From an optimization exercise on the open Yosys and OpenROAD flow, aimed at small area; shortcuts taken in it are not production practice.
The RTL was checked by simulation tests, not by an equivalence proof against the original design.
Power and IR drop assume default switching activity.

==> flow/design.v (excerpt) <==
module adventureTop (
	input  logic       turn,
	input  logic       rst,
	input  logic [3:0] buttons,
	input  adventurePkg::pixelX_t    pixelX,
	input  adventurePkg::pixelY_t    pixelY,
	input  logic       blank,
	input  adventurePkg::color_t     mapPixel,
	output adventurePkg::color_t     color,
	output adventurePkg::roomCoord_t roomX,
	output adventurePkg::roomCoord_t roomY,
	output adventurePkg::color_t     roomColor
);
Size in the first run: ~870 cells after synthesis, ~88 flip-flops, roughly 58 I/O pins.
==> flow/config.mk <==
export PLATFORM = sky130hd
export DESIGN_NAME = adventureTop
export DESIGN_NICKNAME = adventureTop
export VERILOG_FILES = /design/flow/design.v
export SDC_FILE = /design/flow/constraint.sdc
export NUM_CORES = 4
export LEC_CHECK = 0
export CAP_MARGIN = 0
export CORE_MARGIN = 2
export CORE_UTILIZATION = 70
export CTS_BUF_LIST = sky130_fd_sc_hd__clkbuf_8
export GPL_TIMING_DRIVEN = 0
export SETUP_SLACK_MARGIN = 0.15
export SLEW_MARGIN = 0
==> flow/constraint.sdc <==
create_clock -name core_clock -period 5.0 [get_ports {turn}]
set_input_delay 1.0000 -clock core_clock [delete_from_list [all_inputs] [get_ports {turn}]]
set_output_delay 1.0000 -clock core_clock [all_outputs]
set_load 0.01 [all_outputs]
run.sh (not shown) runs the stock make flow with config.mk's settings and CLKGATE_MAP_FILE= SYNTH_SCRIPT=/design/flow/synth_recipe.tcl, a recipe that flattens the netlist after the stock synthesis.
==> next run, changes <==
- GPL_TIMING_DRIVEN: 0 -> not set
- SETUP_SLACK_MARGIN: 0.15 -> not set
Result:
- The new run passed the timing, design-rule and antenna checks
- sequential share of layout area went down by 0.17 points
- maximum frequency decreases by 0.91%
- hold slack loses 11 ps
- setup slack is worse by 44 ps
==> next run, changes <==
==> flow/flow/run.sh (new file) <==
#!/bin/bash
# Layout flow: the standard flow, except that the port buffers are the
# smallest buffer cell and clock tree synthesis uses larger sink clusters and
# no dummy loads. The flow's output goes to standard.log here; each step's
# log is kept in orfs/logs/ by the flow scripts.
set -o pipefail
bash standard.sh finish "BUFFER_PORTS_ARGS=-buffer_cell sky130_fd_sc_hd__buf_1" \
	"CTS_ARGS=-sink_clustering_enable -repair_clock_nets -buf_list sky130_fd_sc_hd__clkbuf_8 -dont_use_dummy_load -sink_clustering_size 20 -sink_clustering_max_diameter 80" \
	> standard.log 2>&1
==> flow/standard.sh (new file) <==
#!/bin/bash
# synth_recipe.tcl (not shown) runs the flow's synth.tcl, then flattens the netlist and writes it again
# the make line also repeats each setting of config.mk as NAME=value (left out here)
make -C /OpenROAD-flow-scripts/flow DESIGN_CONFIG=/design/flow/config.mk WORK_HOME=/design/flow/orfs CLKGATE_MAP_FILE= SYNTH_SCRIPT=/design/flow/synth_recipe.tcl "${@:-finish}"
- GPL_TIMING_DRIVEN: not set -> 0
- SETUP_SLACK_MARGIN: not set -> 0.15
removed: flow/run.sh
After rerunning:
- The changed run completed with no timing, DRC or antenna violations
- setup slack degrades by 73 ps
- clock-buffer cell count is lower by 1
- first-iteration DRC count is higher by 20%
- design area is lower by 4.4%
- register-to-register slack degrades by 90 ps
- clock skew is higher by 12 ps
- worst hold slack improves by 13 ps
==> next run, changes <==
--- a/flow/flow/run.sh
+++ b/flow/flow/run.sh
@@ -6,4 +6,4 @@
 set -o pipefail
 bash standard.sh finish "BUFFER_PORTS_ARGS=-buffer_cell sky130_fd_sc_hd__buf_1" \
-	"CTS_ARGS=-sink_clustering_enable -repair_clock_nets -buf_list sky130_fd_sc_hd__clkbuf_8 -dont_use_dummy_load -sink_clustering_size 20 -sink_clustering_max_diameter 80" \
+	"CTS_ARGS=-sink_clustering_enable -repair_clock_nets -buf_list sky130_fd_sc_hd__clkbuf_16 -dont_use_dummy_load -sink_clustering_size 30 -sink_clustering_max_diameter 120" \
 	> standard.log 2>&1
After rerunning: Synthesized cell count does not change; cell count fell by 0.46%; total power increases by 13%; setup slack improves by 96 ps; final area came out higher by 0.51%; sequential power is about the same; count of clock-buffer cells in the layout does not change; fmax rises by 2.0%.
==> next run, changes <==
==> flow/flow/run.sh (replaced) <==
#!/bin/bash
# Layout flow: the standard flow, except that the port buffers are the
# smallest buffer cell (the standard flow picks a larger delay buffer).
# The flow's output goes to standard.log here; each step's log is kept in
# orfs/logs/ by the flow scripts.
set -o pipefail
bash standard.sh finish "BUFFER_PORTS_ARGS=-buffer_cell sky130_fd_sc_hd__buf_1" > standard.log 2>&1
What happened: The changed run ran to the end with no violations; synthesized cell count is unchanged; worst hold slack stays flat; wire length rises by a few percent.

Setup of red:
Another version of the RTL of adventureTop (not shown whole).
Size: roughly 90 flip-flops, roughly 58 I/O pins, roughly 0.0074 mm2 of cells after synthesis.
==> flow/config.mk <==
export PLATFORM = sky130hd
export DESIGN_NAME = adventureTop
export DESIGN_NICKNAME = adventureTop
export VERILOG_FILES = /design/flow/design.v
export SDC_FILE = /design/flow/constraint.sdc
export NUM_CORES = 4
export LEC_CHECK = 0
export CAP_MARGIN = 0
export CORE_MARGIN = 2
export CORE_UTILIZATION = 70
export CTS_BUF_LIST = sky130_fd_sc_hd__clkbuf_8
export GPL_TIMING_DRIVEN = 0
export SETUP_SLACK_MARGIN = 0.08
export SLEW_MARGIN = 0
==> flow/constraint.sdc <==
create_clock -name core_clock -period 5.0 [get_ports {turn}]
set_input_delay 1.0000 -clock core_clock [delete_from_list [all_inputs] [get_ports {turn}]]
set_output_delay 1.0000 -clock core_clock [all_outputs]
set_load 0.01 [all_outputs]
standard.sh (not shown) runs the stock make flow with config.mk's settings and CLKGATE_MAP_FILE= SYNTH_SCRIPT=/design/flow/synth_recipe.tcl, a recipe that flattens the netlist after the stock synthesis.
==> flow/flow/run.sh <==
#!/bin/bash
# Layout flow: the standard flow, except that the port buffers are the
# smallest buffer cell and clock tree synthesis uses larger sink clusters and
# no dummy loads. The flow's output goes to standard.log here; each step's
# log is kept in orfs/logs/ by the flow scripts.
set -o pipefail
bash standard.sh finish "BUFFER_PORTS_ARGS=-buffer_cell sky130_fd_sc_hd__buf_1" \
	"CTS_ARGS=-sink_clustering_enable -repair_clock_nets -buf_list sky130_fd_sc_hd__clkbuf_8 -dont_use_dummy_load -sink_clustering_size 20 -sink_clustering_max_diameter 80" \
	> standard.log 2>&1
The inputs of blue differ from those of red as listed below.
--- a/flow/config.mk
+++ b/flow/config.mk
@@ -10 +10 @@
-export CORE_UTILIZATION = 70
+export CORE_UTILIZATION = 62
--- outcome ---
- blue against red: fmax lost 0.75%, clock power picked up an extra about 2%.
- Global-route usage (blue over red): decrease, 5.1 points
- red → blue: buffering overhead grew by 0.19 points, ratio of final minimum period to clock period grew by 0.74 points.
- red → blue: area enclosed by the die boundary higher; utilization after layout lower; final-report hold violation count roughly the same.
- On non-clock buffer count in the final layout: blue sits above red.
- Compared with red, blue has less setup slack.
diff inputs: blue => green
--- a/flow/config.mk
+++ b/flow/config.mk
@@ -10 +10 @@
-export CORE_UTILIZATION = 62
+export CORE_UTILIZATION = 56
--- outcome ---
Route | green vs blue | wire longer in green
In the metrics for green and blue, the one carrying the higher met2 wirelength from detailed routing is green.
Worst-case setup margin in the final layout (green over blue): increase, 140 ps
Input-level comparison between orange and green:
--- a/flow/config.mk
+++ b/flow/config.mk
@@ -10 +10 @@
-export CORE_UTILIZATION = 56
+export CORE_UTILIZATION = 66
### Flow results
- In terms of power dissipated in combinational cells, green and orange differ only marginally.
- Between green and orange, the sequential share of layout area figures differ only marginally.
- Maximum fanout along the worst path: orange lower than green
- What orange reported for final wirelength has to be multiplied by 1.07 to get the figure for green.
- [compare] base=green new=orange: cell-internal power saw little to no change; combinational share of power has remained practically unchanged.
- Summary of orange over green: total non-filler cell area in the finished layout shows a reduction of about 0.56%, least setup slack across all paths after layout fell by 16 ps.
- Between green and orange, number of global-route vias before repair is lower for orange, green comes in above that.

==> static timing again, ports no longer ideal <==
Ports are ideal in the flow. The routed layouts listed here were re-timed in OpenROAD.
Step 1 (the two cells are an assumption about what drives the block):
set clk [get_ports {turn}]
set_driving_cell -lib_cell sky130_fd_sc_hd__clkbuf_16 $clk
set_driving_cell -lib_cell sky130_fd_sc_hd__buf_2 [delete_from_list [all_inputs] $clk]
Step 2 also shifts input and output timing later by t, the mid clock arrival at the registers, as if the neighbouring blocks saw the same clock.
Three values: ideal, step 1, step 2; two values: the first two.
run | shift t [ns] | slack for setup (ns) | worst hold slack (ns) | worst data-port slew with drivers (ns)
the first run of note 1 | 0.407 | 0.194 / 0.194 / -0.141 | 0.473 / 0.473 / 0.473 | 0.04
the second run of note 1 | 0.412 | 0.149 / 0.160 / -0.253 | 0.463 / 0.463 / 0.463 | 0.04
the third run of note 1 | 0.407 | 0.076 / 0.076 / -0.050 | 0.476 / 0.476 / 0.476 | 0.05
the fourth run of note 1 | 0.385 | 0.172 / 0.172 / -0.116 | 0.481 / 0.481 / 0.481 | 0.05
the fifth run of note 1 | 0.421 | 0.096 / 0.096 / -0.185 | 0.483 / 0.483 / 0.483 | 0.04
red | 0.403 | 0.122 / 0.122 / -0.185 | 0.428 / 0.428 / 0.428 | 0.04
blue | 0.410 | 0.085 / 0.085 / -0.194 | 0.429 / 0.429 / 0.429 | 0.03
green | 0.422 | 0.224 / 0.240 / -0.183 | 0.424 / 0.424 / 0.424 | 0.03
orange | 0.414 | 0.208 / 0.208 / -0.176 | 0.426 / 0.426 / 0.426 | 0.03
With both steps, setup timing fails in every run listed, where it was met with ideal ports. For green, which loses most, drivers alone change the setup slack by +0.016 ns; drivers and shift together by -0.407 ns.
